This design comes from an exercise in tuning for a short achievable clock period and few clock cycles on the open sky130 flow, not from production work.
Function was checked by simulation only, so behaviour that the tests miss may differ from the original.
Power figures rest on the tool's default switching activity, not on a simulated workload.

### design/flow/config.mk
export PLATFORM = sky130hd
export DESIGN_NAME = tinyCore
export DESIGN_NICKNAME = tinyCore
export VERILOG_FILES = /design/flow/design.v
export SDC_FILE = /design/flow/constraint.sdc
export NUM_CORES = 4
export LEC_CHECK = 0
export CAP_MARGIN = 20
export CORE_MARGIN = 2
export CORE_UTILIZATION = 30
export SLEW_MARGIN = 20
### design/flow/constraint.sdc
create_clock -name core_clock -period 16.0 [get_ports {clk}]
set_input_delay 3.2000 -clock core_clock [delete_from_list [all_inputs] [get_ports {clk}]]
set_output_delay 3.2000 -clock core_clock [all_outputs]
set_load 0.01 [all_outputs]
### design/flow/design.v
`timescale 1ns/1ps
package coreTypes;
    typedef logic [31:0] wordT;         
    typedef logic [3:0]  regIndexT;     
    localparam regIndexT pcIndex = 4'd15;   
    localparam logic [3:0] opOr     = 4'd0;
    localparam logic [3:0] opAnd    = 4'd1;
    localparam logic [3:0] opAdd    = 4'd2;
    localparam logic [3:0] opMul    = 4'd3;
    localparam logic [3:0] opShl    = 4'd5;
    localparam logic [3:0] opLt     = 4'd6;
    localparam logic [3:0] opEq     = 4'd7;
    localparam logic [3:0] opGt     = 4'd8;
    localparam logic [3:0] opAndNot = 4'd9;
    localparam logic [3:0] opXor    = 4'd10;
    localparam logic [3:0] opSub    = 4'd11;
    localparam logic [3:0] opXnor   = 4'd12;
    localparam logic [3:0] opShr    = 4'd13;
    localparam logic [3:0] opNe     = 4'd14;
endpackage
`timescale 1ns/1ps
`timescale 1ns/1ps
module regFile (
    input  logic        clk,
    input  logic [3:0]  readX,
    input  logic [3:0]  readY,
    input  logic [3:0]  readZ,
    output logic [31:0] valueX,
    output logic [31:0] valueY,
    output logic [31:0] valueZ,
    input  logic        writeEn,
    input  logic [3:0]  writeIdx,
    input  logic [31:0] writeData
);
    logic [31:0] store [1:14];
    assign valueX = (readX == 4'd0 || readX == 4'd15) ? 32'd0 : store[readX];
    assign valueY = (readY == 4'd0 || readY == 4'd15) ? 32'd0 : store[readY];
    assign valueZ = (readZ == 4'd0 || readZ == 4'd15) ? 32'd0 : store[readZ];
    always_ff @(posedge clk) begin
        if (writeEn && writeIdx != 4'd0 && writeIdx != 4'd15) begin
            store[writeIdx] <= writeData;
        end
    end
endmodule
`timescale 1ns/1ps
module prefixAdd (
    input  logic [31:0] a,
    input  logic [31:0] b,
    input  logic        cin,
    output logic [31:0] sum,
    output logic        cout
);
    logic [31:0] p0, g0;
    logic [31:0] p1, g1, p2, g2, p3, g3, p4, g4, p5, g5;
    assign p0 = a ^ b;
    assign g0 = (a & b);
    genvar i;
    generate
        for (i = 0; i < 32; i = i + 1) begin : lv1
            if (i == 0) begin : z
                assign g1[i] = g0[0] | (p0[0] & cin);
                assign p1[i] = 1'b0;
            end else begin : n
                assign g1[i] = g0[i] | (p0[i] & ((i == 1) ? (g0[0] | (p0[0] & cin)) : g0[i-1]));
                assign p1[i] = p0[i] & ((i == 1) ? 1'b0 : p0[i-1]);
            end
        end
        for (i = 0; i < 32; i = i + 1) begin : lv2
            if (i < 2) begin : z
                assign g2[i] = g1[i];
                assign p2[i] = p1[i];
            end else begin : n
                assign g2[i] = g1[i] | (p1[i] & g1[i-2]);
                assign p2[i] = p1[i] & p1[i-2];
            end
        end
        for (i = 0; i < 32; i = i + 1) begin : lv3
            if (i < 4) begin : z
                assign g3[i] = g2[i];
                assign p3[i] = p2[i];
            end else begin : n
                assign g3[i] = g2[i] | (p2[i] & g2[i-4]);
                assign p3[i] = p2[i] & p2[i-4];
            end
        end
        for (i = 0; i < 32; i = i + 1) begin : lv4
            if (i < 8) begin : z
                assign g4[i] = g3[i];
                assign p4[i] = p3[i];
            end else begin : n
                assign g4[i] = g3[i] | (p3[i] & g3[i-8]);
                assign p4[i] = p3[i] & p3[i-8];
            end
        end
        for (i = 0; i < 32; i = i + 1) begin : lv5
            if (i < 16) begin : z
                assign g5[i] = g4[i];
                assign p5[i] = p4[i];
            end else begin : n
                assign g5[i] = g4[i] | (p4[i] & g4[i-16]);
                assign p5[i] = p4[i] & p4[i-16];
            end
        end
    endgenerate
    assign sum  = p0 ^ {g5[30:0], cin};
    assign cout = g5[31];
endmodule
module aluExec (
    input  logic [31:0] x,
    input  logic [31:0] b,
    input  logic [31:0] ad,
    input  logic        selOr,
    input  logic        selAnd,
    input  logic        selAndNot,
    input  logic        selXor,
    input  logic        selXnor,
    input  logic        useX,        
    input  logic        bPlain,      
    input  logic        bInv,        
    input  logic        isCmp,
    input  logic        selLt,
    input  logic        selGt,
    input  logic        selEq,
    input  logic        selNe,
    input  logic [31:0] next,
    input  logic [31:0] next2,
    output logic [31:0] result,
    output logic        flag,
    output logic        differs
);
    logic [31:0] logicVal;
    logic [31:0] bArith;
    logic [31:0] csaS;
    logic [31:0] csaM;
    logic [31:0] csaC;
    logic [31:0] arithSum;
    logic        arithCout;
    logic [31:0] logicSum;
    logic        logicCout;
    logic [31:0] cmpDiff;
    logic        noBorrow;
    logic        lt;
    logic        gt;
    logic        eq;
    logic [31:0] adM1;
    logic        adCout;
    logic [31:0] cmpVal;
    logic        arithIsNext;
    logic        logicIsNext;
    function automatic logic sumIs(input logic [31:0] a, input logic [31:0] c,
                                   input logic [31:0] k);
        logic [31:0] need;
        logic [31:0] carryOut;
        need     = a ^ c ^ k;
        carryOut = ((a ^ c) & ~k) | (a & c);
        sumIs    = (need[0] == 1'b0) && (need[31:1] == carryOut[30:0]);
    endfunction
    assign bArith = b ^ {32{bInv}};
    assign csaS   = x ^ bArith ^ ad;
    assign csaM   = (x & bArith) | (x & ad) | (bArith & ad);
    assign csaC   = {csaM[30:0], bInv};
    prefixAdd uArith (.a(csaS), .b(csaC), .cin(1'b0), .sum(arithSum), .cout(arithCout));
    assign logicVal = ({32{selOr}}     & (x | b)) |
                      ({32{selAnd}}    & (x & b)) |
                      ({32{selAndNot}} & (x & ~b)) |
                      ({32{selXor}}    & (x ^ b)) |
                      ({32{selXnor}}   & ~(x ^ b));
    prefixAdd uLogic (.a(logicVal), .b(ad), .cin(1'b0), .sum(logicSum), .cout(logicCout));
    prefixAdd uCmp (.a({~x[31], x[30:0]}), .b({b[31], ~b[30:0]}), .cin(1'b1),
                    .sum(cmpDiff), .cout(noBorrow));
    assign eq = (x == b);
    assign lt = ~noBorrow;
    assign gt = noBorrow & ~eq;
    assign flag = (selLt & lt) | (selGt & gt) | (selEq & eq) | (selNe & ~eq);
    prefixAdd uDec (.a(ad), .b(32'hFFFF_FFFF), .cin(1'b0), .sum(adM1), .cout(adCout));
    assign cmpVal = flag ? adM1 : ad;
    assign result = useX ? arithSum : isCmp ? cmpVal : logicSum;
    assign arithIsNext = sumIs(csaS, csaC, next);
    assign logicIsNext = sumIs(logicVal, ad, next);
    assign differs = useX  ? ~arithIsNext :
                     isCmp ? (flag ? (ad != next2) : (ad != next)) : ~logicIsNext;
endmodule
module csaLevel #(
    parameter int N = 3
) (
    input  logic [N*32-1:0]                  in,
    output logic [(2*(N/3)+(N%3))*32-1:0]    out
);
    genvar g;
    generate
        for (g = 0; g < N / 3; g = g + 1) begin : grp
            logic [31:0] a;
            logic [31:0] b;
            logic [31:0] c;
            logic [31:0] m;
            assign a = in[(3*g)*32 +: 32];
            assign b = in[(3*g+1)*32 +: 32];
            assign c = in[(3*g+2)*32 +: 32];
            assign m = (a & b) | (a & c) | (b & c);
            assign out[(2*g)*32 +: 32]   = a ^ b ^ c;
            assign out[(2*g+1)*32 +: 32] = {m[30:0], 1'b0};
        end
        for (g = 0; g < N % 3; g = g + 1) begin : pass
            assign out[(2*(N/3)+g)*32 +: 32] = in[(3*(N/3)+g)*32 +: 32];
        end
    endgenerate
endmodule
module aluSlow (
    input  logic [31:0] x,
    input  logic [31:0] b,
    input  logic        isMul,
    input  logic        isShl,
    output logic [31:0] part0,
    output logic [31:0] part1,
    output logic [31:0] part2
);
    logic        big;
    logic [31:0] shifted;
    logic [17*32-1:0] rows;
    logic [12*32-1:0] l1;
    logic [8*32-1:0]  l2;
    logic [6*32-1:0]  l3;
    logic [4*32-1:0]  l4;
    logic [3*32-1:0]  l5;
    logic [31:0]      corr;
    assign big = |b[31:5];
    always_comb begin
        if (big)        shifted = 32'd0;
        else if (isShl) shifted = x << b[4:0];
        else            shifted = x >> b[4:0];
    end
    genvar i;
    generate
        for (i = 0; i < 16; i = i + 1) begin : booth
            logic        hi, mid, lo;
            logic        one, two, neg;
            logic [31:0] v;
            assign hi  = b[2*i+1];
            assign mid = b[2*i];
            if (i == 0) begin : first
                assign lo = 1'b0;
            end else begin : rest
                assign lo = b[2*i-1];
            end
            assign one = mid ^ lo;
            assign two = (hi & ~mid & ~lo) | (~hi & mid & lo);
            assign neg = hi & ~(mid & lo);
            assign v   = one ? x : two ? {x[30:0], 1'b0} : 32'd0;
            assign rows[i*32 +: 32] = (neg ? ~v : v) << (2 * i);
            assign corr[2*i]   = neg;
            assign corr[2*i+1] = 1'b0;
        end
    endgenerate
    assign rows[16*32 +: 32] = corr;
    csaLevel #(.N(17)) uL1 (.in(rows), .out(l1));
    csaLevel #(.N(12)) uL2 (.in(l1),   .out(l2));
    csaLevel #(.N(8))  uL3 (.in(l2),   .out(l3));
    csaLevel #(.N(6))  uL4 (.in(l3),   .out(l4));
    csaLevel #(.N(4))  uL5 (.in(l4),   .out(l5));
    assign part0 = isMul ? l5[31:0] : shifted;
    assign part1 = {32{isMul}} & l5[63:32];
    assign part2 = {32{isMul}} & l5[95:64];
endmodule
module slowSum (
    input  logic [31:0] part0,
    input  logic [31:0] part1,
    input  logic [31:0] part2,
    input  logic [31:0] ad,
    output logic [31:0] result
);
    logic [4*32-1:0] rows;
    logic [3*32-1:0] l1;
    logic [2*32-1:0] l2;
    logic            cout;
    assign rows = {ad, part2, part1, part0};
    csaLevel #(.N(4)) uL1 (.in(rows), .out(l1));
    csaLevel #(.N(3)) uL2 (.in(l1),   .out(l2));
    prefixAdd uAdd (.a(l2[31:0]), .b(l2[63:32]), .cin(1'b0), .sum(result), .cout(cout));
endmodule
`timescale 1ns/1ps
`timescale 1ns/1ps
module tinyCore (
    input  logic        clk,
    input  logic        reset_n,
    input  logic        halt,
    input  logic        trap,
    output logic [31:0] iAddr,
    input  logic [31:0] iData,
    output logic [31:0] dAddr,
    input  logic [31:0] dIn,
    output logic [31:0] dOut,
    output logic        memRw,
    output logic        strobe
);
    localparam logic [31:0] RESET_VECTOR   = 32'h0000_0000;
    localparam logic [31:0] VECTOR_BASE    = 32'h0000_0040;
    localparam logic [31:0] TRAMP_BOTTOM   = 32'h0000_00c8;
    localparam logic [31:0] TRAP_SAVE_ADDR = 32'h0000_0060;
    logic        running;
    logic [31:0] pcF;        
    logic [31:0] pcSeq;      
    logic        redirQ;     
    logic [31:0] tgtQ;
    logic        eValid;
    logic [31:0] eX, eB, eAd, eS;
    logic [31:0] ePc1, ePc2;
    logic        eSteered;
    logic        eFwdS;
    logic        eSelOr, eSelAnd, eSelAndNot, eSelXor, eSelXnor;
    logic        eUseX, eBPlain, eBInv;
    logic        eSelLt, eSelGt, eSelEq, eSelNe;
    logic        eIsCmp, eIsMul, eIsShl, eSlow, eAdZero;
    logic        eLoad, eStore, eJump, eThrow, eTrap, eWrites;
    logic [3:0]  eDest;
    logic        mValid;
    logic [31:0] mR, mP0, mP1, mP2, mAd, mStoreData;
    logic        strobeQ, memRwQ;
    logic        mSlow, mLoad, mStore, mJump, mThrow, mTrap, mWrites;
    logic [3:0]  mDest;
    logic [31:0] r2;
    logic [31:0] mVal;
    logic        mHold;
    logic        redirectM;
    logic [31:0] targetM;
    slowSum uSum2 (.part0(mP0), .part1(mP1), .part2(mP2), .ad(mAd), .result(r2));
    assign mVal = mLoad ? dIn : mSlow ? r2 : mR;
    assign mHold     = mValid & ((mSlow & (mLoad | mStore)) | mThrow);
    assign redirectM = mValid & ((mJump & (mLoad | mSlow) & ~(mSlow & mLoad)) | mThrow);
    assign targetM   = mThrow ? dIn : mVal;
    assign dAddr  = mR;
    assign dOut   = mStoreData;
    assign memRw  = memRwQ;
    assign strobe = strobeQ;
    logic [31:0] x, b, ad;
    logic [31:0] fastR;
    logic [31:0] slow0, slow1, slow2;
    logic        eFlag;
    logic        differs;
    logic        taken;
    logic        redirectE;
    logic [31:0] targetE;
    assign x  = eX;
    assign b  = eB;
    assign ad = eAd;
    aluExec uAlu (
        .x      (x),
        .b      (b),
        .ad     (ad),
        .selOr     (eSelOr),
        .selAnd    (eSelAnd),
        .selAndNot (eSelAndNot),
        .selXor    (eSelXor),
        .selXnor   (eSelXnor),
        .useX      (eUseX),
        .bPlain    (eBPlain),
        .bInv      (eBInv),
        .isCmp     (eIsCmp),
        .selLt     (eSelLt),
        .selGt     (eSelGt),
        .selEq     (eSelEq),
        .selNe     (eSelNe),
        .next      (ePc1),
        .next2     (ePc2),
        .result    (fastR),
        .flag      (eFlag),
        .differs(differs)
    );
    aluSlow uSlow (
        .x       (x),
        .b       (b),
        .isMul   (eIsMul),
        .isShl   (eIsShl),
        .part0   (slow0),
        .part1   (slow1),
        .part2   (slow2)
    );
    assign taken     = eJump & ~eLoad & ~eSlow & ~eSteered & differs;
    assign redirectE = eValid & (taken | eTrap);
    assign targetE   = eTrap ? TRAMP_BOTTOM : fastR;
    logic [31:0] ins;
    logic        dT, dK, dS, dD;
    logic [3:0]  dDest, dX, dY, dOp;
    logic [31:0] dImm;
    logic        dThrow;
    logic [31:0] pcF1;
    logic        pcF1Cout;
    logic [31:0] rfX, rfY, rfZ;
    logic [31:0] vX, vY, vZ;
    logic        prodX, prodY, prodZ;
    logic        hazard;
    logic        blockIrq;
    logic        haltQ, trapQ, savedQ;
    logic        eLate;
    logic        haltTake, trapTake;
    logic        dAccept;
    logic        dStall;
    logic        dCmpJump;
    logic        steer;
    logic [31:0] pcImm;
    logic [6:0]  pcLo;
    logic [5:0]  pcMidInc, pcMidDec;
    logic        shortJump;
    logic        rfWrite;
    assign ins    = iData;
    assign dT     = ins[31];
    assign dK     = ins[30];
    assign dS     = ins[29];
    assign dD     = ins[28];
    assign dDest  = ins[27:24];
    assign dX     = ins[23:20];
    assign dY     = ins[19:16];
    assign dOp    = ins[15:12];
    assign dImm   = {{20{ins[11]}}, ins[11:0]};
    assign dThrow = dT & dK;
    prefixAdd uPc1 (.a(pcF), .b(32'd0), .cin(1'b1), .sum(pcF1), .cout(pcF1Cout));
    assign rfWrite = reset_n & mValid & ~mHold & mWrites;
    regFile uRegs (
        .clk       (clk),
        .readX     (dX),
        .readY     (dY),
        .readZ     (dDest),
        .valueX    (rfX),
        .valueY    (rfY),
        .valueZ    (rfZ),
        .writeEn   (rfWrite),
        .writeIdx  (mDest),
        .writeData (mVal)
    );
    function automatic logic [31:0] readVal(input logic [3:0] r, input logic [31:0] rf,
                                            input logic [31:0] pc1, input logic mV,
                                            input logic mW, input logic [3:0] mD,
                                            input logic [31:0] mv);
        if (r == 4'd15)                     readVal = pc1;
        else if (r == 4'd0)                 readVal = 32'd0;
        else if (mV && mW && mD == r)       readVal = mv;
        else                                readVal = rf;
    endfunction
    assign vX = readVal(dX,    rfX, pcF1, mValid, mWrites, mDest, mVal);
    assign vY = readVal(dY,    rfY, pcF1, mValid, mWrites, mDest, mVal);
    assign vZ = readVal(dDest, rfZ, pcF1, mValid, mWrites, mDest, mVal);
    assign prodX = eValid & eWrites & (eDest == dX);
    assign prodY = eValid & eWrites & (eDest == dY);
    assign prodZ = eValid & eWrites & (eDest == dDest);
    assign eLate  = eLoad | eSlow;
    assign hazard = ~dThrow & eValid & (eLoad | eSlow) & (prodX | prodY);
    assign blockIrq = savedQ | (eValid & (eJump | eThrow | eTrap)) |
                      (mValid & ((mJump & (mLoad | mSlow)) | mThrow | mTrap));
    assign haltTake = running & haltQ & ~blockIrq;
    assign trapTake = running & ~haltQ & trapQ & ~blockIrq;
    assign pcLo     = {1'b0, pcF[5:0]} + {1'b0, ins[5:0]} + 7'd1;
    assign pcMidInc = pcF[11:6] + 6'd1;
    assign pcMidDec = pcF[11:6] - 6'd1;
    assign pcImm    = {pcF[31:12],
                       ins[11] ? (pcLo[6] ? pcF[11:6] : pcMidDec)
                               : (pcLo[6] ? pcMidInc : pcF[11:6]),
                       pcLo[5:0]};
    assign shortJump = (ins[11:6] == {6{ins[11]}}) &
                       (ins[11] ? (pcF[11:6] != 6'h00) : (pcF[11:6] != 6'h3F));
    assign dCmpJump = ~dThrow & ~dS & ~dD & dK & (dDest == 4'd15) & (dY == 4'd15) &
                      (dOp == coreTypes::opAnd) & (ins[11:0] != 12'd0);
    assign steer    = dCmpJump & prodX & eIsCmp & ~eLate & eAdZero & eFlag & shortJump;
    assign dStall  = mHold | (hazard & ~trapTake);
    assign dAccept = running & ~dStall & ~haltTake & ~redirectE & ~redirectM;
    assign pcF   = redirQ ? tgtQ : pcSeq;
    assign iAddr = pcF;
    always_ff @(posedge clk) begin
        haltQ  <= halt;
        trapQ  <= trap;
        savedQ <= reset_n & mValid & mTrap;
    end
    always_ff @(posedge clk) begin
        if (!reset_n) begin
            running <= 1'b1;
            pcSeq   <= RESET_VECTOR;
            redirQ  <= 1'b0;
            eValid  <= 1'b0;
            mValid  <= 1'b0;
            strobeQ <= 1'b0;
            memRwQ  <= 1'b0;
        end else begin
            if (!running || haltTake) begin
                redirQ <= 1'b0;
                pcSeq  <= RESET_VECTOR;
            end else if (redirectM || redirectE) begin
                redirQ <= 1'b1;
                tgtQ   <= redirectM ? targetM : targetE;
            end else if (!dStall && !trapTake) begin
                redirQ <= steer;
                tgtQ   <= pcImm;
                pcSeq  <= pcF1;
            end else begin
                redirQ <= 1'b0;
                pcSeq  <= pcF;
            end
            if (haltTake) running <= 1'b0;
            else if (!running && !haltQ) running <= 1'b1;
            if (!mHold) begin
                mValid  <= eValid & ~redirectM;
                strobeQ <= eValid & ~redirectM & ~eSlow & (eStore | eLoad | eThrow);
                memRwQ  <= eValid & ~redirectM & ~eSlow & eStore;
            end else begin
                strobeQ <= 1'b1;
                memRwQ  <= mThrow | mStore;
            end
            if (redirectM) begin
                eValid <= 1'b0;
            end else if (!mHold) begin
                eValid <= dAccept;
            end
        end
    end
    always_ff @(posedge clk) begin
        if (!mHold) begin
            mR         <= fastR;
            mP0        <= slow0;
            mP1        <= slow1;
            mP2        <= slow2;
            mAd        <= ad;
            mStoreData <= eFwdS ? mVal : eS;
            mSlow      <= eSlow;
            mLoad      <= eLoad;
            mStore     <= eStore;
            mJump      <= eJump;
            mThrow     <= eThrow;
            mTrap      <= eTrap;
            mWrites    <= eWrites;
            mDest      <= eDest;
        end else if (mThrow) begin
            mR     <= TRAP_SAVE_ADDR;
            mThrow <= 1'b0;
            mStore <= 1'b1;
        end else begin
            mR    <= r2;
            mSlow <= 1'b0;
        end
    end
    always_ff @(posedge clk) begin
        if (!mHold) begin
            ePc1   <= pcF1;
            eSteered <= steer & ~trapTake;
            ePc2   <= pcF + 32'd2;
            eDest  <= dDest;
            eS     <= (trapTake | dThrow) ? pcF : (prodZ & ~eLate) ? fastR : vZ;
            eFwdS  <= ~trapTake & ~dThrow & prodZ & eLate;
            if (trapTake) begin
                eX      <= 32'd0;
                eB      <= TRAP_SAVE_ADDR;
                eAd     <= 32'd0;
                eSelOr     <= 1'b1;
                eSelAnd    <= 1'b0;
                eSelAndNot <= 1'b0;
                eSelXor    <= 1'b0;
                eSelXnor   <= 1'b0;
                eUseX      <= 1'b0;
                eBPlain    <= 1'b0;
                eBInv      <= 1'b0;
                eSelLt     <= 1'b0;
                eSelGt     <= 1'b0;
                eSelEq     <= 1'b0;
                eSelNe     <= 1'b0;
                eIsCmp  <= 1'b0;
                eAdZero <= 1'b1;
                eIsMul  <= 1'b0;
                eIsShl  <= 1'b0;
                eSlow   <= 1'b0;
                eLoad   <= 1'b0;
                eStore  <= 1'b1;
                eJump   <= 1'b0;
                eThrow  <= 1'b0;
                eTrap   <= 1'b1;
                eWrites <= 1'b0;
            end else if (dThrow) begin
                eX      <= 32'd0;
                eB      <= VECTOR_BASE | {27'd0, ins[4:0]};
                eAd     <= 32'd0;
                eSelOr     <= 1'b1;
                eSelAnd    <= 1'b0;
                eSelAndNot <= 1'b0;
                eSelXor    <= 1'b0;
                eSelXnor   <= 1'b0;
                eUseX      <= 1'b0;
                eBPlain    <= 1'b0;
                eBInv      <= 1'b0;
                eSelLt     <= 1'b0;
                eSelGt     <= 1'b0;
                eSelEq     <= 1'b0;
                eSelNe     <= 1'b0;
                eIsCmp  <= 1'b0;
                eAdZero <= 1'b1;
                eIsMul  <= 1'b0;
                eIsShl  <= 1'b0;
                eSlow   <= 1'b0;
                eLoad   <= 1'b0;
                eStore  <= 1'b0;
                eJump   <= 1'b0;
                eThrow  <= 1'b1;
                eTrap   <= 1'b0;
                eWrites <= 1'b0;
            end else begin
                eX      <= prodX ? fastR : vX;
                eB      <= dK ? dImm : prodY ? fastR : vY;
                eAd     <= dK ? (prodY ? fastR : vY) : dImm;
                eSelOr     <= dOp == coreTypes::opOr;
                eSelAnd    <= dOp == coreTypes::opAnd;
                eSelAndNot <= dOp == coreTypes::opAndNot;
                eSelXor    <= dOp == coreTypes::opXor;
                eSelXnor   <= dOp == coreTypes::opXnor;
                eUseX      <= dOp == coreTypes::opAdd || dOp == coreTypes::opSub;
                eBPlain    <= dOp == coreTypes::opAdd;
                eBInv      <= dOp == coreTypes::opSub;
                eSelLt     <= dOp == coreTypes::opLt;
                eSelGt     <= dOp == coreTypes::opGt;
                eSelEq     <= dOp == coreTypes::opEq;
                eSelNe     <= dOp == coreTypes::opNe;
                eIsCmp  <= dOp == coreTypes::opLt || dOp == coreTypes::opGt ||
                           dOp == coreTypes::opEq || dOp == coreTypes::opNe;
                eIsMul  <= dOp == coreTypes::opMul;
                eIsShl  <= dOp == coreTypes::opShl;
                eSlow   <= dOp == coreTypes::opMul || dOp == coreTypes::opShl ||
                           dOp == coreTypes::opShr;
                eAdZero <= dK ? (dY == 4'd0) : (ins[11:0] == 12'd0);
                eLoad   <= ~dS & dD;
                eStore  <= dS;
                eJump   <= ~dS & (dDest == 4'd15);
                eThrow  <= 1'b0;
                eTrap   <= 1'b0;
                eWrites <= ~dS & (dDest != 4'd15) & (dDest != 4'd0);
            end
        end
    end
endmodule
### design/flow/flow/run.sh
#!/bin/bash
# The standard layout, with timing repair aimed below the clock period
# (a setup margin), so that the achieved period shrinks, and the port
# buffers made with a plain buffer cell.
set -uo pipefail
bash standard.sh SETUP_SLACK_MARGIN=11 "BUFFER_PORTS_ARGS=-buffer_cell sky130_fd_sc_hd__buf_4" finish > layout.log 2>&1
### design/flow/standard.sh
#!/bin/bash
# synth_recipe.tcl (not shown) runs the flow's synth.tcl, then flattens the netlist and writes it again
# the make line also repeats each setting of config.mk as NAME=value (left out here)
make -C /OpenROAD-flow-scripts/flow DESIGN_CONFIG=/design/flow/config.mk WORK_HOME=/design/flow/orfs CLKGATE_MAP_FILE= SYNTH_SCRIPT=/design/flow/synth_recipe.tcl "${@:-finish}"
==> results of run 1 <==
critical path: cells and delay by family, from the launching register on:
family                 cells  cell delay [ns]
buffers and inverters      5             0.89
multiplexers               1             0.23
flip-flops                 1             0.42
power by group through the flow:
stage / logic (uW) / registers, uW / clock network (uW)
2_1_floorplan: 5370 / 3180 / 0
3_3_place_gp: 9280 / 3320 / 0
3_5_place_dp: 9320 / 3320 / 0
4_1_cts: 10300 / 3230 / 2670
5_1_grt: 12000 / 3240 / 2740
6_report: 11500 / 3250 / 2640
logic make-up (layout without fill, tap and decap cells):
logic type      count (synthesis)  count (layout)  synth area share [%]
mux                           746             747                  14.0
compound gates               1769            1770                  15.3
buf+inv                      1158            1849                  5.77
flops                         916             916                  34.8
simple gates                 1581            1591                  9.62
xor+xnor                      631             631                  7.19
other cells                     0              16                     0
fa+ha+maj                     631             631                  13.4
area by class of cell:
type                            instances  area [um^2]  area share [%]
Clock inverter                         77          920           0.933
Timing Repair inverter                  3         23.8          0.0241
Sequential cell                       916        26800            27.2
Multi-Input combinational cell       5370        49900            50.6
Tap cell                             3366         4210            4.27
Clock buffer                          128         2830            2.87
Timing Repair Buffer                 1026        11300            11.5
Inverter                              615         2620            2.66
Antenna cell                           16         40.0          0.0406
how the worst max path moves through the flow:
stage / startpoint / end / slack, ns / cells after the start
finish: redirQ / iAddr[17] / 10.49 / 6
floorplan: iData[20] / tgtQ[0] / 10.43 / 11
global route: redirQ / iAddr[17] / 10.46 / 6
global placement: iData[20] / tgtQ[21] / 7.85 / 10
CTS: redirQ / iAddr[17] / 10.58 / 6
detailed placement: iData[20] / tgtQ[27] / 7.85 / 10
state kept, by name, indices dropped and copies added (netlist names), 4 cells and up:
register / flops
ePc2: 32
mStoreData: 32
mR: 32
mAd: 32
pcSeq: 32
eX: 32
ePc1: 32
tgtQ: 32
eS: 32
eAd: 32
mDest: 4
eB: 32
mP2: 8
mP1: 28
uRegs.store: 448
mP0: 32
eDest: 4
through the flow:
step                cell area [um^2]  util, %  hold WS [ns]
floorplan                      78500        -         0.409
global placement               83100     32.6         0.444
detailed placement             83200     32.7         0.444
CTS                            94000     36.9         0.460
global route                   98600     38.7         0.497
finish                         98600     38.7         0.480
timing repair:
| action | 4_1_cts | 5_1_grt |
|---|---|---|
| endpoints found under the setup margin | 387 | 483 |
| hold buffers | 0 | 0 |
| setup buffers | 311 | 205 |
| gates cloned | 61 | 32 |
| resized for setup | 668 | 456 |
| pin swaps | 104 | 201 |
layout by cell type (no fill, tap or decap), drive strengths merged, types with 52 or more instances in the layout:
cell / synthesis / layout
a22oi: 268 / 268
nand3: 155 / 155
dfxtp: 74 / 74
buf: 140 / 961
edfxtp: 842 / 842
mux2i: 435 / 435
ha: 309 / 309
nand2: 524 / 526
mux4: 256 / 256
xnor2: 452 / 452
inv: 603 / 583
a21oi: 334 / 335
xor2: 179 / 179
nor3: 88 / 88
nand4: 62 / 62
nand2b: 60 / 62
a211oi: 144 / 144
a221oi: 90 / 90
o211ai: 58 / 58
nor4: 52 / 52
nor2: 440 / 440
mux2: 55 / 56
clkinv: 12 / 58
clkbuf: 403 / 161
fa: 322 / 322
o21ai: 446 / 446
metal layers:
layer  vias to the layer above  routed length (um)  track usage, %
met1                     35800              150000            37.8
li1                      28600                   -               -
met4                        36               43300            24.1
met3                      1533               50600            8.69
met5                         -                 345               0
met2                      5870              181000            46.3
==> results.yml, run 1 <==
place:
  io_buffers: 165
  gp_congestion: 1.03
  place_inst: 10700
  dp_slack_ns: 7.85
  dp_hpwl_mm: 284
clocking:
  cts.htree.levels: 3
  clock_sinks: 916
  cts_tree: "yes"
  insertion_delay_ns: 0.83
  clk_pin_slew_ns: 0.07
  cts_buffers: 108
  clk_path_buf_depth: 3
  clock-root-buffer: "clkbuf_16"
synth:
  yosys.area.top_type_share_pct: 32.9
  yosysMostFrequentCell: "edfxtp_1"
  synth_fp_nets: 8131
  synth_edf_count: 842
  synth_area_per_cell_um2: 10.3
  synth_area_leaders: "edfxtp_1, fa_1, mux4_2"
  syn_area_um2: 76900
  yosysTopAreaCell: "edfxtp_1"
  synth-main-ff-cell: "edfxtp_1"
  ys_types: 101
  synthCells: 7432
  synth_commonest_cells: "edfxtp_1, inv_1, nand2_1, xnor2_1, o21ai_0"
  ys_seq_elements: 916
  ys_seq_area_share_pct: 34.8
  async_flop_share_pct: 0
  yosysWarnings: 4
critical_path:
  reg2reg_to: "mP0[31]"
  critPathCaptureType: "output port"
  max_stage_delay_ns: 0.42
  worstReg2RegStart: "eB[19]"
  cp.required_ns: 12.80
  crit_path_cell_trace: "buf_16 > buf_12 > mux2i_2 > buf_6 > clkinvlp_4 > buf_6"
  critPathMaxFanout: 7
  startpoint_type: "flop"
  crit_type: "reg2out"
  r2r_cells: 18
  rrSetupSlack_ns: 10.57
  cp_slowest_cell: "dfxtp_4"
  cpMostUsedCell: "buf_6"
  cp.arrival_ns: 2.31
sta:
  worstMarginPinSlew_ns: 1.25
  hold_viol_final: 0
  fin_tns_setup_ns: 0
  finClkSkew_ns: 0.0855
  post-route-period-util_pct: 34.5
  slew_violations: 0
  setup_ws_ns: 10.49
  slew_headroom_pct: 16.2
  period_minus_slack_ns: 5.51
  setup_viol: 0
  fmax_mhz: 181
  rsz0062_at_grt: "yes"
pwr:
  power_frac_seq_pct: 18.7
  switchingPower_uw: 8460
  internal_power_uw: 8930
  p_leak_uw: 0.0382
  p_comb_share_pct: 66.1
  powerDensity_nw_per_um2: 176
  p_sw_share_pct: 48.6
  clock_power_share_pct: 15.2
  p_total_uw: 17400
  peakVddDrop_mv: 0.384
route:
  firstDrtPassIters: 9
  avgViaCountPerCell: 6.24
  antenna_left: 0
  drc_errors: 0
  wire_per_inst_um: 36.9
  drt-total-wl_mm: 425
  num_vias: 71800
  drtIter0Drc: 11100
die:
  die-area_um2: 260000
  rows: 185
  io_pins: 166
  die_h_um: 510
  dieWidth_um: 510
  core-area_um2: 255000
  initial_core_util_pct: 30.2
grt:
  grt_use_total_pct: 31.0
  grt_pass1_vias: 67000
  grt_max_degree: 86
  antenna_found_initial: 45
  grt_overflow: 0
  grt_pass1_wl_mm: 563
layout:
  nNetsFinal: 8739
  fin_cells: 11500
  layout-drive-gt1-share_pct: 27.8
  fillCellCount: 24500
  syn2layout_area_growth_pct: 28.2
hold_path:
  hold_depth: 2
  hp-start: "pcSeq[15]"
  holdPathEnd: "pcSeq[15]"
  hold_class: "reg2reg"
flow_run:
  drv_cap: 0
run_status:
  status: "finished clean"
Testbench counts, summed over its fixed seeds: cycles 73,641.
==> inputs of run 2 (changes only) <==
--- a/design/flow/design.v
+++ b/design/flow/design.v
@@ -216,6 +216,7 @@
 );
     logic        big;
     logic [31:0] shifted;
+    logic [31:0] shiftRow;
     logic [17*32-1:0] rows;
     logic [12*32-1:0] l1;
     logic [8*32-1:0]  l2;
@@ -229,6 +230,7 @@
         else if (isShl) shifted = x << b[4:0];
         else            shifted = x >> b[4:0];
     end
+    assign shiftRow = {32{~isMul}} & shifted;
     genvar i;
     generate
         for (i = 0; i < 16; i = i + 1) begin : booth
@@ -242,9 +244,9 @@
             end else begin : rest
                 assign lo = b[2*i-1];
             end
-            assign one = mid ^ lo;
-            assign two = (hi & ~mid & ~lo) | (~hi & mid & lo);
-            assign neg = hi & ~(mid & lo);
+            assign one = isMul & (mid ^ lo);
+            assign two = isMul & ((hi & ~mid & ~lo) | (~hi & mid & lo));
+            assign neg = isMul & hi & ~(mid & lo);
             assign v   = one ? x : two ? {x[30:0], 1'b0} : 32'd0;
             assign rows[i*32 +: 32] = (neg ? ~v : v) << (2 * i);
             assign corr[2*i]   = neg;
@@ -252,14 +254,14 @@
         end
     endgenerate
     assign rows[16*32 +: 32] = corr;
-    csaLevel #(.N(17)) uL1 (.in(rows), .out(l1));
-    csaLevel #(.N(12)) uL2 (.in(l1),   .out(l2));
-    csaLevel #(.N(8))  uL3 (.in(l2),   .out(l3));
-    csaLevel #(.N(6))  uL4 (.in(l3),   .out(l4));
-    csaLevel #(.N(4))  uL5 (.in(l4),   .out(l5));
-    assign part0 = isMul ? l5[31:0] : shifted;
-    assign part1 = {32{isMul}} & l5[63:32];
-    assign part2 = {32{isMul}} & l5[95:64];
+    csaLevel #(.N(17)) uL1 (.in(rows),           .out(l1));
+    csaLevel #(.N(12)) uL2 (.in(l1),             .out(l2));
+    csaLevel #(.N(9))  uL3 (.in({shiftRow, l2}), .out(l3));
+    csaLevel #(.N(6))  uL4 (.in(l3),             .out(l4));
+    csaLevel #(.N(4))  uL5 (.in(l4),             .out(l5));
+    assign part0 = l5[31:0];
+    assign part1 = l5[63:32];
+    assign part2 = l5[95:64];
 endmodule
 module slowSum (
     input  logic [31:0] part0,
==> results.yml, run 2 <==
critical_path:
  crit_path_cell_trace: "buf_4 > buf_16 > mux2i_4 > inv_1 > buf_4"
  cp_slowest_cell: "dfxtp_4"
  critPathMaxFanout: 6
  r2r_cells: 18
  cp.required_ns: 12.80
  critPathCaptureType: "output port"
  cp.arrival_ns: 2.23
  max_stage_delay_ns: 0.47
  crit_type: "reg2out"
  startpoint_type: "flop"
  cpMostUsedCell: "buf_4"
sta:
  fin_tns_setup_ns: 0
  rsz0062_at_grt: "yes"
  worstMarginPinSlew_ns: 1.37
  setup_viol: 0
  finClkSkew_ns: 0.0884
  period_minus_slack_ns: 5.43
  slew_headroom_pct: 7.98
  fmax_mhz: 184
  hold_viol_final: 0
  slew_violations: 0
  post-route-period-util_pct: 34.0
synth:
  syn_area_um2: 77600
  synth_area_leaders: "edfxtp_1, fa_1, mux4_2"
  ys_seq_area_share_pct: 35.1
  ys_types: 98
  yosysWarnings: 4
  ys_seq_elements: 932
  yosysTopAreaCell: "edfxtp_1"
  synth_adder_area_share_pct: 14.2
  yosys.area.top_type_share_pct: 33.2
  synthCells: 7522
  async_flop_share_pct: 0
  synth_commonest_cells: "edfxtp_1, inv_1, nor2_1, xnor2_1, nand2_1"
  synth_edf_count: 858
  yosysMostFrequentCell: "edfxtp_1"
  synth_xor_area_share_pct: 6.86
  synth-simple-area-share_pct: 9.92
  synth_fp_nets: 8257
  synth_mux_area_share_pct: 12.7
  synth_top_family_by_area: "compound AO/OA/AOI/OAI gates"
  synth_area_per_cell_um2: 10.3
  synth_compound_area_share_pct: 15.6
  synth-main-ff-cell: "edfxtp_1"
route:
  firstDrtPassIters: 10
  num_vias: 74000
  wire_per_inst_um: 36.3
  drt-total-wl_mm: 425
  drtIter0Drc: 13000
  antenna_left: 0
  avgViaCountPerCell: 6.32
  drc_errors: 0
grt:
  grt_pass1_wl_mm: 564
  grt_use_total_pct: 30.5
  antenna_found_initial: 35
  grt_max_degree: 154
  grt_pass1_vias: 68200
  grt_overflow: 0
clocking:
  clock-root-buffer: "clkbuf_16"
  insertion_delay_ns: 0.81
  clk_pin_slew_ns: 0.06
  hold_buffers: 0
  clk_path_buf_depth: 3
  clock_sinks: 932
  cts.htree.levels: 3
  cts_tree: "yes"
  cts_buffers: 104
layout:
  syn2layout_area_growth_pct: 31.5
  top_register: "uRegs.store"
  ff_latch_area_um2: 27200
  multi_input_area_um2: 51500
  final_cell_mix: "edfxtp_1, buf_4, nor2_1"
  largest_reg_flops: 448
  nNetsFinal: 8960
  layout-drive-gt1-share_pct: 30.1
  final_area_um2: 102000
  fillCellCount: 24400
  layout_commonest_cell: "edfxtp_1"
die:
  dieWidth_um: 513
  core-area_um2: 257000
  initial_core_util_pct: 30.2
  die_h_um: 513
  rows: 186
  io_pins: 166
  die-area_um2: 263000
pwr:
  powerDensity_nw_per_um2: 117
  peakVddDrop_mv: 0.107
  p_leak_uw: 0.0391
place:
  gp_congestion: 1.02
  placed_area_um2: 83800
  io_buffers: 165
  dp_hpwl_mm: 279
hold_path:
  hold_class: "reg2reg"
  hold_depth: 1
flow_run:
  drv_cap: 0
run_status:
  status: "finished clean"
==> run 2: cell types whose count changed after synthesis, moves of 45 or more <==
cell	before	now
a21oi_1	333	442
xor2_1	179	86
nor2_1	438	527
o21ai_0	441	355
xnor2_1	452	522
a211oi_1	144	195
mux2i_1	434	383
nand2_1	523	478
==> run 2: cells by family after synthesis <==
logic type | Yosys count
buffers and inverters | 1147
other | 1
adder cells (fa/ha/maj) | 667
flip-flops | 932
AO/OA/AOI/OAI | 1832
XOR/XNOR | 608
multiplexers | 679
AND/OR/NAND/NOR | 1656
==> run 2: timing repair <==
item,4_1_cts,5_1_grt
setup endpoints to repair,597,370
gates resized for setup,845,589
setup buffers,344,294
pin swaps,127,285
gates cloned,68,30
==> run 2: area by class of cell <==
class	count	area share, %
Clock inverter	68	0.748
Tap cell	3384	4.15
Timing Repair inverter	1	0.00736
Antenna cell	21	0.0515
Sequential cell	932	26.7
Inverter	589	2.55
Multi-Input combinational cell	5447	50.4
Timing Repair Buffer	1150	12.6
Clock buffer	126	2.73
==> run 2: final timing paths <==
| kind | endpoint | slack [ns] | start |
|---|---|---|---|
| max | iAddr[5] | 10.57 | redirQ |
| min reg2reg | running | 0.44 | haltQ |
| max reg2reg | eB[16] | 10.74 | mP0[2] |
| min | running | 0.44 | haltQ |
==> run 2: per-layer routing <==
metal	vias to the layer above	GRT usage (%)	part of all wire, %
li1	29000	-	-
met5	-	0	0.049
met3	1747	9.70	14
met1	36600	37.4	34
met4	20	22.7	10
met2	6722	44.8	42
==> run 2: metrics by stage <==
step	cells	util (%)	total power [uW]	hold WS, ns	setup WS [ns]
final	11700	39.7	11900	0.444	10.57
after floorplan	7522	-	5800	0.394	10.50
after CTS	11400	37.4	11200	0.467	10.58
after detailed placement	10800	32.6	7880	0.456	8.69
after global routing	11700	39.7	12200	0.479	10.56
after global placement	10800	32.6	7870	0.453	8.59
==> run 2: worst max-delay path: cells and delay by family (launching register included) <==
kind,cells,cell delay [ns]
buf+inv,4,0.60
flops,1,0.47
mux,1,0.34
==> run 2: power breakdown <==
| part | total, uW | internal (uW) | switching (uW) |
|---|---|---|---|
| Combinational | 6100 | 2210 | 3890 |
| Clock | 2570 | 1440 | 1130 |
| Sequential | 3250 | 3060 | 198 |
| Total | 11900 | 6710 | 5220 |
Testbench counts of run 2, summed over its fixed seeds: cycles 73,641.
==> inputs of run 3 (changes only) <==
--- a/design/flow/design.v
+++ b/design/flow/design.v
@@ -300,9 +300,6 @@
     localparam logic [31:0] TRAP_SAVE_ADDR = 32'h0000_0060;
     logic        running;
     logic [31:0] pcF;        
-    logic [31:0] pcSeq;      
-    logic        redirQ;     
-    logic [31:0] tgtQ;
     logic        eValid;
     logic [31:0] eX, eB, eAd, eS;
     logic [31:0] ePc1, ePc2;
@@ -463,7 +460,6 @@
     assign steer    = dCmpJump & prodX & eIsCmp & ~eLate & eAdZero & eFlag & shortJump;
     assign dStall  = mHold | (hazard & ~trapTake);
     assign dAccept = running & ~dStall & ~haltTake & ~redirectE & ~redirectM;
-    assign pcF   = redirQ ? tgtQ : pcSeq;
     assign iAddr = pcF;
     always_ff @(posedge clk) begin
         haltQ  <= halt;
@@ -473,26 +469,20 @@
     always_ff @(posedge clk) begin
         if (!reset_n) begin
             running <= 1'b1;
-            pcSeq   <= RESET_VECTOR;
-            redirQ  <= 1'b0;
+            pcF     <= RESET_VECTOR;
             eValid  <= 1'b0;
             mValid  <= 1'b0;
             strobeQ <= 1'b0;
             memRwQ  <= 1'b0;
         end else begin
             if (!running || haltTake) begin
-                redirQ <= 1'b0;
-                pcSeq  <= RESET_VECTOR;
-            end else if (redirectM || redirectE) begin
-                redirQ <= 1'b1;
-                tgtQ   <= redirectM ? targetM : targetE;
+                pcF <= RESET_VECTOR;
+            end else if (redirectM) begin
+                pcF <= targetM;
+            end else if (redirectE) begin
+                pcF <= targetE;
             end else if (!dStall && !trapTake) begin
-                redirQ <= steer;
-                tgtQ   <= pcImm;
-                pcSeq  <= pcF1;
-            end else begin
-                redirQ <= 1'b0;
-                pcSeq  <= pcF;
+                pcF <= steer ? pcImm : pcF1;
             end
             if (haltTake) running <= 1'b0;
             else if (!running && !haltQ) running <= 1'b1;
==> results.yml, run 3 <==
critical_path:
  max_stage_delay_ns: 0.40
  r2r_cells: 18
  critical_path_buf_inv_count: 6
  cp.required_ns: 16.53
  critPathMaxFanout: 7
  cp_slowest_cell: "a21oi_2"
  startpoint_type: "input port"
  cp.arrival_ns: 5.75
  path_depth: 14
  path_delay_family: "compound AO/OA/AOI/OAI gates"
  crit_type: "in2reg"
  crit_path_cell_trace: "clkbuf_16 > buf_12 > buf_12 > buf_16 > buf_12 > buf_4 > mux2i_1 > o21ai_0 > mux2i_1 > a21oi_1 > a222oi_1 > mux2i_1 > nand2_1 > a21oi_2"
  critPathCaptureType: "flop"
synth:
  yosys.area.top_type_share_pct: 32.8
  synth_commonest_cells: "edfxtp_1, inv_1, nand2_1, xnor2_1, nor2_1"
  synth-main-ff-cell: "edfxtp_1"
  synthCells: 7264
  synth_area_leaders: "edfxtp_1, fa_1, mux4_2"
  syn_area_um2: 75500
  ys_types: 100
  yosysMostFrequentCell: "edfxtp_1"
  yosysTopAreaCell: "edfxtp_1"
  synth_edf_count: 826
  synth_area_per_cell_um2: 10.4
  synth_fp_nets: 8001
  async_flop_share_pct: 0
  yosysWarnings: 4
  ys_seq_elements: 899
  ys_seq_area_share_pct: 34.8
run_status:
  status: "finished clean"
place:
  dp_hpwl_mm: 282
  placed_area_um2: 81600
  io_buffers: 165
  gp_congestion: 1.08
layout:
  nNetsFinal: 8484
  syn2layout_area_growth_pct: 26.5
  final_cell_mix: "edfxtp_1, buf_4, inv_1"
  layout-drive-gt1-share_pct: 26.7
  final_area_um2: 95500
  layout_commonest_cell: "edfxtp_1"
  largest_reg_flops: 448
  layout.core_utilization_pct: 38.1
  top_register: "uRegs.store"
clocking:
  cts_tree: "yes"
  clock_sinks: 899
  clk_path_buf_depth: 3
  cts_buffers: 105
  cts.htree.levels: 3
  clock-root-buffer: "clkbuf_16"
  insertion_delay_ns: 0.82
  hold_buffers: 0
  clk_pin_slew_ns: 0.06
die:
  dieWidth_um: 506
  io_pins: 166
  die_h_um: 506
  rows: 184
  core-area_um2: 251000
  die-area_um2: 256000
  initial_core_util_pct: 30.1
sta:
  fmax_mhz: 192
  post-route-period-util_pct: 32.6
  period_minus_slack_ns: 5.22
  whs_ns: 0.434
  finClkSkew_ns: 0.0508
  setup_viol: 0
  worstMarginPinSlew_ns: 1.25
  hold_viol_final: 0
  slew_headroom_pct: 16.1
  fin_tns_setup_ns: 0
  slew_violations: 0
  rsz0062_at_grt: "yes"
route:
  avgViaCountPerCell: 6.15
  num_vias: 69000
  firstDrtPassIters: 9
  wire_per_inst_um: 36.4
  drt-total-wl_mm: 408
  drtIter0Drc: 9869
  drc_errors: 0
  antenna_left: 0
grt:
  grt_overflow: 0
  grt_max_degree: 79
  grt_pass1_wl_mm: 544
  grtUsageMet1_pct: 36.9
  top_usage_layer: "met2"
  met2_usage_pct: 46.5
  grt_pass1_vias: 64400
  antenna_found_initial: 36
  grt_use_total_pct: 30.3
  met3_usage_pct: 7.74
pwr:
  p_total_uw: 11500
  p_leak_uw: 0.0368
  powerDensity_nw_per_um2: 121
  peakVddDrop_mv: 0.128
flow_run:
  drv_cap: 0
hold_path:
  hold_class: "reg2reg"
  hold_depth: 1
[run 3: cell types whose count changed in the layout (fill, tap and decap cells not counted), sizes merged, moves of 20 or more]
cell,change
inv,+20
xnor2,-50
mux2i,-60
edfxtp,-32
xor2,+23
o22ai,+27
a211oi,-31
nand3,-29
nor2,-60
a21oi,-83
buf,-230
clkinvlp,-36
nand2,+33
[run 3: worst register-to-register path: stages, from the launching register on]
cell and delay (ns):
edfxtp_1 0.40, buf_12 0.18, clkinv_16 0.14, or3_1 0.41, buf_4 0.23, clkinv_4 0.18
buf_6 0.21, xnor2_1 0.13, fa_1 0.47, fa_1 0.46, fa_2 0.51, fa_2 0.43
xnor2_2 0.14, xnor2_1 0.23, xnor2_1 0.18, xnor2_1 0.16, xnor2_1 0.16, xnor2_1 0.16
xnor2_1 0.12
[run 3: routing by layer]
metal | part of all wire [%] | routed length [um] | up-vias
met5 | 0.041 | 166 | -
met1 | 36 | 146000 | 34700
met3 | 11 | 43400 | 1393
met2 | 44 | 179000 | 5070
met4 | 9.8 | 40100 | 26
li1 | - | - | 27700
[run 3: cells by family (layout without fill, tap and decap cells)]
kind of cell	Yosys count	in the layout	share of synthesized area, %
mux	646	646	12.9
compound gates	1765	1766	15.6
buf+inv	1103	1668	5.55
xor+xnor	581	581	6.74
fa+ha+maj	669	669	14.6
flops	899	899	34.8
other cells	1	36	0.00497
simple gates	1600	1607	9.89
[run 3: layout make-up]
cell class | instances | area, um^2
multi-input combinational | 5270 | 49300
sequential | 899 | 26300
fill | 24500 | 155000
clock inverter | 63 | 753
antenna | 35 | 87.6
inverter | 566 | 2290
clock buffer | 134 | 2800
tap | 3348 | 4190
timing repair buffer | 903 | 9820
timing repair inverter | 2 | 15.0
[run 3: path summary, 6_finish.rpt]
path | startpoint | slack, ns | to
worst min-delay path | haltQ | 0.43 | running
worst min register to register | haltQ | 0.43 | running
worst max register to register | eIsMul | 10.86 | mP0[31]
worst max-delay path | iData[16] | 10.78 | eB[10]
[run 3: report_power, final]
| part | internal [uW] | total (uW) | switching [uW] |
|---|---|---|---|
| logic | 2020 | 5780 | 3760 |
| clock network | 1410 | 2570 | 1150 |
| registers | 2960 | 3190 | 224 |
| total | 6390 | 11500 | 5140 |
[run 3: per-stage QoR]
step                      instances  setup slack, ns
after global routing          11200            10.69
after detailed placement      10500             8.36
after global placement        10500             8.31
after floorplan                7264            10.46
after CTS                     10900            10.80
final                         11200            10.78
[run 3: repair_timing]
item                                    CTS  global route
cloned                                   56            22
pin swaps                                89           230
endpoints found under the setup margin  353           198
setup buffers                           183           226
gates resized for setup                 548           500
Testbench counts of run 3, summed over its fixed seeds: cycles 73,641.
==> inputs of run 4 (changes only) <==
--- a/design/flow/design.v
+++ b/design/flow/design.v
@@ -326,7 +326,7 @@
     assign mHold     = mValid & ((mSlow & (mLoad | mStore)) | mThrow);
     assign redirectM = mValid & ((mJump & (mLoad | mSlow) & ~(mSlow & mLoad)) | mThrow);
     assign targetM   = mThrow ? dIn : mVal;
-    assign dAddr  = mR;
+    assign dAddr  = strobeQ ? mR : eB;
     assign dOut   = mStoreData;
     assign memRw  = memRwQ;
     assign strobe = strobeQ;
@@ -337,6 +337,7 @@
     logic        differs;
     logic        taken;
     logic        redirectE;
+    logic        eVecRead;
     logic [31:0] targetE;
     assign x  = eX;
     assign b  = eB;
@@ -374,8 +375,9 @@
         .part2   (slow2)
     );
     assign taken     = eJump & ~eLoad & ~eSlow & ~eSteered & differs;
-    assign redirectE = eValid & (taken | eTrap);
-    assign targetE   = eTrap ? TRAMP_BOTTOM : fastR;
+    assign eVecRead  = eValid & eThrow & ~strobeQ & ~mHold;
+    assign redirectE = eValid & (taken | eTrap | eVecRead);
+    assign targetE   = eTrap ? TRAMP_BOTTOM : eVecRead ? dIn : fastR;
     logic [31:0] ins;
     logic        dT, dK, dS, dD;
     logic [3:0]  dDest, dX, dY, dOp;
@@ -489,7 +491,7 @@
             if (!mHold) begin
                 mValid  <= eValid & ~redirectM;
                 strobeQ <= eValid & ~redirectM & ~eSlow & (eStore | eLoad | eThrow);
-                memRwQ  <= eValid & ~redirectM & ~eSlow & eStore;
+                memRwQ  <= eValid & ~redirectM & ~eSlow & (eStore | eVecRead);
             end else begin
                 strobeQ <= 1'b1;
                 memRwQ  <= mThrow | mStore;
@@ -503,7 +505,7 @@
     end
     always_ff @(posedge clk) begin
         if (!mHold) begin
-            mR         <= fastR;
+            mR         <= eVecRead ? TRAP_SAVE_ADDR : fastR;
             mP0        <= slow0;
             mP1        <= slow1;
             mP2        <= slow2;
@@ -511,9 +513,9 @@
             mStoreData <= eFwdS ? mVal : eS;
             mSlow      <= eSlow;
             mLoad      <= eLoad;
-            mStore     <= eStore;
+            mStore     <= eStore | eVecRead;
             mJump      <= eJump;
-            mThrow     <= eThrow;
+            mThrow     <= eThrow & ~eVecRead;
             mTrap      <= eTrap;
             mWrites    <= eWrites;
             mDest      <= eDest;
==> results.yml, run 4 <==
layout:
  syn2layout_area_growth_pct: 24.1
  layout-drive-gt1-share_pct: 24.2
  final_cell_mix: "edfxtp_1, buf_4, nand2_1"
  top_register: "uRegs.store"
  layout_commonest_cell: "edfxtp_1"
  largest_reg_flops: 448
  nNetsFinal: 8525
pwr:
  p_total_uw: 10800
  p_sw_share_pct: 42.9
  switchingPower_uw: 4630
  p_leak_uw: 0.0364
  p_comb_share_pct: 47.8
  powerDensity_nw_per_um2: 114
  clock_power_share_pct: 23.1
  peakVddDrop_mv: 0.0864
  internal_power_uw: 6170
  power_frac_seq_pct: 29.2
clocking:
  cts_tree: "yes"
  clk_path_buf_depth: 3
  clock_sinks: 899
  cts_buffers: 102
  insertion_delay_ns: 0.79
  clock-root-buffer: "clkbuf_16"
  clk_pin_slew_ns: 0.07
  cts.htree.levels: 3
critical_path:
  startpoint_type: "flop"
  critPathCaptureType: "flop"
  cpMostUsedCell: "xnor2_1"
  critical_path_buf_inv_count: 3
  rrSetupSlack_ns: 10.61
  cp.arrival_ns: 5.93
  crit_path_cell_trace: "inv_2 > buf_4 > nor3_2 > a21oi_1 > nor3b_4 > a32oi_1 > xnor2_1 > fa_1 > fa_1 > inv_1 > fa_1 > fa_2 > xnor2_2 > xnor2_1 > xnor2_1 > xnor2_1 > xnor2_1 > xnor2_1 > xnor2_1 > xnor2_1"
  path_delay_family: "adder cells"
  crit_type: "reg2reg"
  cp_slowest_cell: "edfxtp_1"
  cp.required_ns: 16.54
  critPathMaxFanout: 3
  max_stage_delay_ns: 0.61
sta:
  period_minus_slack_ns: 5.39
  worstMarginPinSlew_ns: 1.30
  fmax_mhz: 185
  post-route-period-util_pct: 33.7
  rsz0062_at_grt: "yes"
  finClkSkew_ns: 0.0498
  whs_ns: 0.429
  fin_tns_setup_ns: 0
  slew_headroom_pct: 13.3
  hold_viol_final: 0
  slew_violations: 0
  setup_viol: 0
synth:
  yosysWarnings: 4
  ys_seq_area_share_pct: 34.5
  yosysMostFrequentCell: "edfxtp_1"
  synth_commonest_cells: "edfxtp_1, nand2_1, inv_1, nor2_1, xnor2_1"
  synth_fp_nets: 8156
  syn_area_um2: 76200
  synth_area_per_cell_um2: 10.3
  yosys.area.top_type_share_pct: 32.6
  async_flop_share_pct: 0
  synth-main-ff-cell: "edfxtp_1"
  synthCells: 7419
  ys_types: 106
  yosysTopAreaCell: "edfxtp_1"
  synth_edf_count: 826
  synth_area_leaders: "edfxtp_1, fa_1, mux4_2"
  ys_seq_elements: 899
grt:
  grt_overflow: 0
  antenna_found_initial: 13
  grt_pass1_wl_mm: 508
  grt_pass1_vias: 65200
  grt_use_total_pct: 27.6
  grt_max_degree: 160
hold_path:
  hold_class: "reg2reg"
die:
  io_pins: 166
  die_h_um: 508
  dieWidth_um: 508
  rows: 184
  core-area_um2: 252000
  die-area_um2: 258000
  initial_core_util_pct: 30.2
run_status:
  status: "finished clean"
route:
  drc_errors: 0
  antenna_left: 0
  wire_per_inst_um: 33.4
  drtIter0Drc: 10200
  firstDrtPassIters: 9
  avgViaCountPerCell: 6.09
  num_vias: 68400
  drt-total-wl_mm: 375
place:
  dp_hpwl_mm: 253
  io_buffers: 165
  gp_congestion: 0.999
flow_run:
  drv_cap: 0
-- run 4: cell types whose count changed in the layout (fill, tap and decap cells not counted), moves of 27 or more --
cell	delta
buf_4	-122
a21oi_1	+61
nand2_1	+55
nor2_1	+46
nand2b_1	-41
buf_6	+38
diode_2	-31
a211oi_1	+30
o21ai_0	+27
o21ai_4	+27
-- run 4: kinds of logic after synthesis --
kind of cell    synth area share, %
compound gates                 15.8
xor+xnor                       6.97
fa+ha+maj                      14.5
buf+inv                        5.71
flops                          34.5
mux                            12.7
other cells                 0.00492
simple gates                   9.84
-- run 4: power groups by stage --
| stage | Sequential (uW) | Combinational (uW) | Clock [uW] |
|---|---|---|---|
| after floorplan | 3110 | 2490 | 0 |
| after global placement | 3230 | 4080 | 0 |
| after detailed placement | 3230 | 4100 | 0 |
| after CTS | 3150 | 4670 | 2510 |
| after global routing | 3160 | 5350 | 2590 |
| final | 3150 | 5160 | 2490 |
-- run 4: worst paths after layout --
check | cells past startpoint | to | startpoint
setup / recovery | 20 | mP0[31] | eB[25]
hold / removal | 1 | running | haltQ
setup reg to reg | 20 | mP0[31] | eB[25]
hold reg to reg | 1 | running | haltQ
-- run 4: layer usage --
metal | up-vias | share of wire (%) | track usage (%) | routed length [um]
met5 | - | 0.014 | 0 | 53
met4 | 8 | 7.7 | 16.3 | 29000
met3 | 1111 | 12 | 5.74 | 43100
met2 | 5108 | 44 | 42.6 | 164000
met1 | 34300 | 37 | 35.7 | 138000
li1 | 27900 | - | - | -
-- run 4: area by class of cell --
class	instances	area, um^2
antenna	4	10.0
clock buffer	128	2710
clock inverter	61	751
fill	24600	157000
inverter	570	2290
multi-input combinational	5401	49100
sequential	899	26300
tap	3348	4190
timing repair buffer	814	9190
-- run 4: per-stage QoR --
step	worst slack, ns	cells	util (%)	area (um^2)
2_1_floorplan	10.57	7419	-	77400
3_3_place_gp	8.04	10600	32.4	81600
3_5_place_dp	8.29	10600	32.4	81600
4_1_cts	10.69	11100	36.3	91400
5_1_grt	10.53	11200	37.5	94500
6_report	10.61	11200	37.5	94500
-- run 4: repair_timing --
item	in CTS	in global routing
setup endpoints to repair	421	227
buffers inserted	227	148
gates cloned	54	19
pin swaps	91	197
hold buffers	0	0
resized for setup	706	372
-- run 4: worst reg2reg max path: cells and delay by family, from the launching register on --
family	cells	cell delay, ns
XOR/XNOR	9	1.67
flip-flops	1	0.61
adder cells (fa/ha/maj)	4	1.96
buffers and inverters	3	0.35
AO/OA/AOI/OAI	2	0.20
AND/OR/NAND/NOR	2	0.39
Testbench counts of run 4, summed over its fixed seeds: cycles 72,677.
==> inputs of run 5 (changes only) <==
==> design/flow/flow/run.sh (replaced) <==
#!/bin/bash
# The standard layout, with timing repair aimed below the clock period
# (a setup margin), so that the achieved period shrinks, and the port
# buffers made with a plain buffer cell.
set -uo pipefail
bash standard.sh SETUP_SLACK_MARGIN=11 PLACE_DENSITY=0.75 "BUFFER_PORTS_ARGS=-buffer_cell sky130_fd_sc_hd__buf_4" finish > layout.log 2>&1
--- a/design/flow/config.mk
+++ b/design/flow/config.mk
@@ -7,5 +7,5 @@
 export LEC_CHECK = 0
 export CAP_MARGIN = 20
 export CORE_MARGIN = 2
-export CORE_UTILIZATION = 30
+export CORE_UTILIZATION = 45
 export SLEW_MARGIN = 20
==> results.yml, run 5 <==
layout:
  syn2layout_area_growth_pct: 25.3
  final_cell_mix: "edfxtp_1, buf_4, nand2_1"
  largest_reg_flops: 448
  fillCellCount: 13500
  nNetsFinal: 8642
  final_area_um2: 95400
  top_register: "uRegs.store"
  layout-drive-gt1-share_pct: 26.7
  layout_commonest_cell: "edfxtp_1"
clocking:
  cts_tree: "yes"
  cts_buffers: 104
  insertion_delay_ns: 0.84
  clk_path_buf_depth: 3
  hold_buffers: 0
  cts.htree.levels: 3
  clock_sinks: 899
  clk_pin_slew_ns: 0.07
  clock-root-buffer: "clkbuf_16"
grt:
  antenna_found_initial: 28
  grt_pass1_wl_mm: 523
  grt_max_degree: 125
  grt_use_total_pct: 42.8
  grt_pass1_vias: 66900
  grt_overflow: 0
die:
  rows: 150
  core-area_um2: 168000
  initial_core_util_pct: 45.4
  io_pins: 166
  die-area_um2: 173000
  die_h_um: 415
  dieWidth_um: 415
place:
  dp_hpwl_mm: 256
  io_buffers: 165
  gp_congestion: 1.07
  dp_slack_ns: 8.83
  placed_area_um2: 80300
synth:
  synth_area_per_cell_um2: 10.3
  yosysWarnings: 4
  synth_edf_count: 826
  syn_area_um2: 76200
  ys_types: 106
  ys_seq_area_share_pct: 34.5
  ys_seq_elements: 899
  yosys.area.top_type_share_pct: 32.6
  async_flop_share_pct: 0
  yosysTopAreaCell: "edfxtp_1"
  yosysMostFrequentCell: "edfxtp_1"
  synth_area_leaders: "edfxtp_1, fa_1, mux4_2"
  synthCells: 7419
  synth-main-ff-cell: "edfxtp_1"
  synth_fp_nets: 8156
  synth_commonest_cells: "edfxtp_1, nand2_1, inv_1, nor2_1, xnor2_1"
route:
  num_vias: 71900
  avgViaCountPerCell: 7.04
  firstDrtPassIters: 10
  drtIter0Drc: 13100
  drt-total-wl_mm: 389
  antenna_left: 0
  wire_per_inst_um: 38.1
  drc_errors: 0
critical_path:
  startpoint_type: "flop"
  max_stage_delay_ns: 0.57
  cpMostUsedCell: "buf_6"
  crit_type: "reg2reg"
  critPathCaptureType: "flop"
  rrSetupSlack_ns: 10.45
  reg2reg_to: "eB[1]"
  crit_path_cell_trace: "buf_12 > clkinvlp_4 > buf_6 > buf_6 > buf_6 > buf_6 > buf_6 > buf_6 > buf_6 > ha_4 > nor4_4 > nand4_1 > buf_6 > nor4_4 > mux2i_2 > buf_4 > a31o_4 > nand2_8 > buf_6 > o211ai_1 > a21oi_4 > buf_6 > o211ai_1 > a21oi_1"
  cp.required_ns: 16.47
  critPathMaxFanout: 5
  cp.arrival_ns: 6.02
  r2r_cells: 24
  worstReg2RegStart: "eB[15]"
  cp_slowest_cell: "o211ai_1"
hold_path:
  hold_class: "reg2reg"
  holdPathEnd: "mWrites"
  hp-start: "eWrites"
  hold_depth: 0
sta:
  whs_ns: 0.449
  post-route-period-util_pct: 34.7
  hold_viol_final: 0
  setup_ws_ns: 10.45
  rsz0062_at_grt: "yes"
  slew_headroom_pct: 4.27
  slew_violations: 0
  fin_tns_setup_ns: 0
  setup_viol: 0
  period_minus_slack_ns: 5.55
  finClkSkew_ns: 0.115
  fmax_mhz: 180
  worstMarginPinSlew_ns: 1.43
pwr:
  p_leak_uw: 0.0374
  powerDensity_nw_per_um2: 119
  peakVddDrop_mv: 0.104
flow_run:
  drv_cap: 0
run_status:
  status: "finished clean"
==> run 5: metrics by stage <==
stage	util, %	cells	total power, uW
after floorplan	-	7419	5600
after global placement	47.9	9466	7380
after detailed placement	47.9	9467	7410
after CTS	54.1	9989	10500
after global routing	56.9	10200	11500
final	56.9	10200	11300
==> run 5: worst max-delay path by stage <==
stage | to | cells past startpoint | start
after floorplan | uRegs.store[13][0] | 4 | reset_n
after global placement | eX[28] | 7 | iData[21]
after detailed placement | eX[28] | 7 | iData[21]
after CTS | mP0[31] | 20 | eB[3]
after global routing | mP0[31] | 22 | eB[25]
final | eB[1] | 24 | eB[15]
==> run 5: power by group <==
| part | total [uW] | internal [uW] | leakage [uW] | switching, uW |
|---|---|---|---|---|
| combinational | 5620 | 2020 | 0.0267 | 3600 |
| sequential | 3160 | 2950 | 0.00905 | 211 |
| clock | 2540 | 1420 | 0.00173 | 1120 |
| total | 11300 | 6390 | 0.0374 | 4940 |
==> run 5: cell type report <==
type | instances | area, um^2 | share of cell area, %
sequential | 899 | 26300 | 27.5
timing repair buffer | 933 | 10400 | 10.9
inverter | 570 | 2340 | 2.46
antenna | 9 | 22.5 | 0.0236
clock buffer | 122 | 2710 | 2.84
clock inverter | 69 | 868 | 0.910
multi-input combinational | 5397 | 50000 | 52.4
tap | 2204 | 2760 | 2.89
==> run 5: timing repair <==
action / CTS / global route
setup buffers: 284 / 189
resized for setup: 699 / 632
gates cloned: 47 / 14
endpoints found under the setup margin: 435 / 305
pin swaps: 116 / 322
==> run 5: cells by family (layout without fill, tap and decap cells) <==
logic type | after synthesis | in the layout | share of synthesized area (%)
compound gates | 1841 | 1841 | 15.8
mux | 640 | 640 | 12.7
xor+xnor | 606 | 606 | 6.97
fa+ha+maj | 669 | 669 | 14.5
other cells | 1 | 10 | 0.00492
simple gates | 1636 | 1640 | 9.84
flops | 899 | 899 | 34.5
buf+inv | 1127 | 1694 | 5.71
==> run 5: routing by layer <==
metal / global-route usage, % / vias up / part of all wire [%]
met5: 0.111 / - / 0.094
met4: 34.6 / 26 / 11
met3: 15.5 / 1984 / 16
met2: 61.5 / 6968 / 41
met1: 51.4 / 34800 / 32
li1: - / 28100 / -
==> run 5: worst max-delay path, delay by kind of cell (launching register included) <==
kind                     cells  cell delay, ns
buffers and inverters       13            1.85
flip-flops                   1            0.39
AND/OR/NAND/NOR              4            0.98
multiplexers                 1            0.36
adder cells (fa/ha/maj)      1            0.24
AO/OA/AOI/OAI                5            1.36

[static timing again, ports no longer ideal]
How much do the figures lean on ideal ports? The routed layouts below were timed once more, with nothing changed but the port constraints. Step 1 assumes that a clkbuf_16 drives the clock port and a buf_2 every other input. Step 2 moves the port delays by t, midway between the first and last clock arrival at a register: inputs arrive t later, outputs are due t later. That takes back most of the time a late clock gives input paths. a / b / c = ideal ports / drivers / drivers and shift; a / b = the first two.
run	shift t [ns]	setup WS [ns]	latest minus earliest clock arrival (ns)	worst register clock-pin slew, ns	worst data-port slew with drivers (ns)
run 1	0.879	10.487 / 10.400 / 9.807	0.086 / 0.086	0.09 / 0.09	0.26
run 2	0.857	10.565 / 10.476 / 9.849	0.088 / 0.089	0.09 / 0.09	0.34
run 3	0.891	10.783 / 10.615 / 9.723	0.053 / 0.053	0.08 / 0.08	0.27
run 4	0.853	10.606 / 10.578 / 9.971	0.050 / 0.051	0.07 / 0.07	0.33
run 5	0.866	10.452 / 10.431 / 9.855	0.115 / 0.115	0.08 / 0.08	0.27
After both steps setup and hold are still met in every run listed. The setup slack of run 3, which loses most, moves by -0.168 ns with the drivers and by -1.060 ns with both steps.
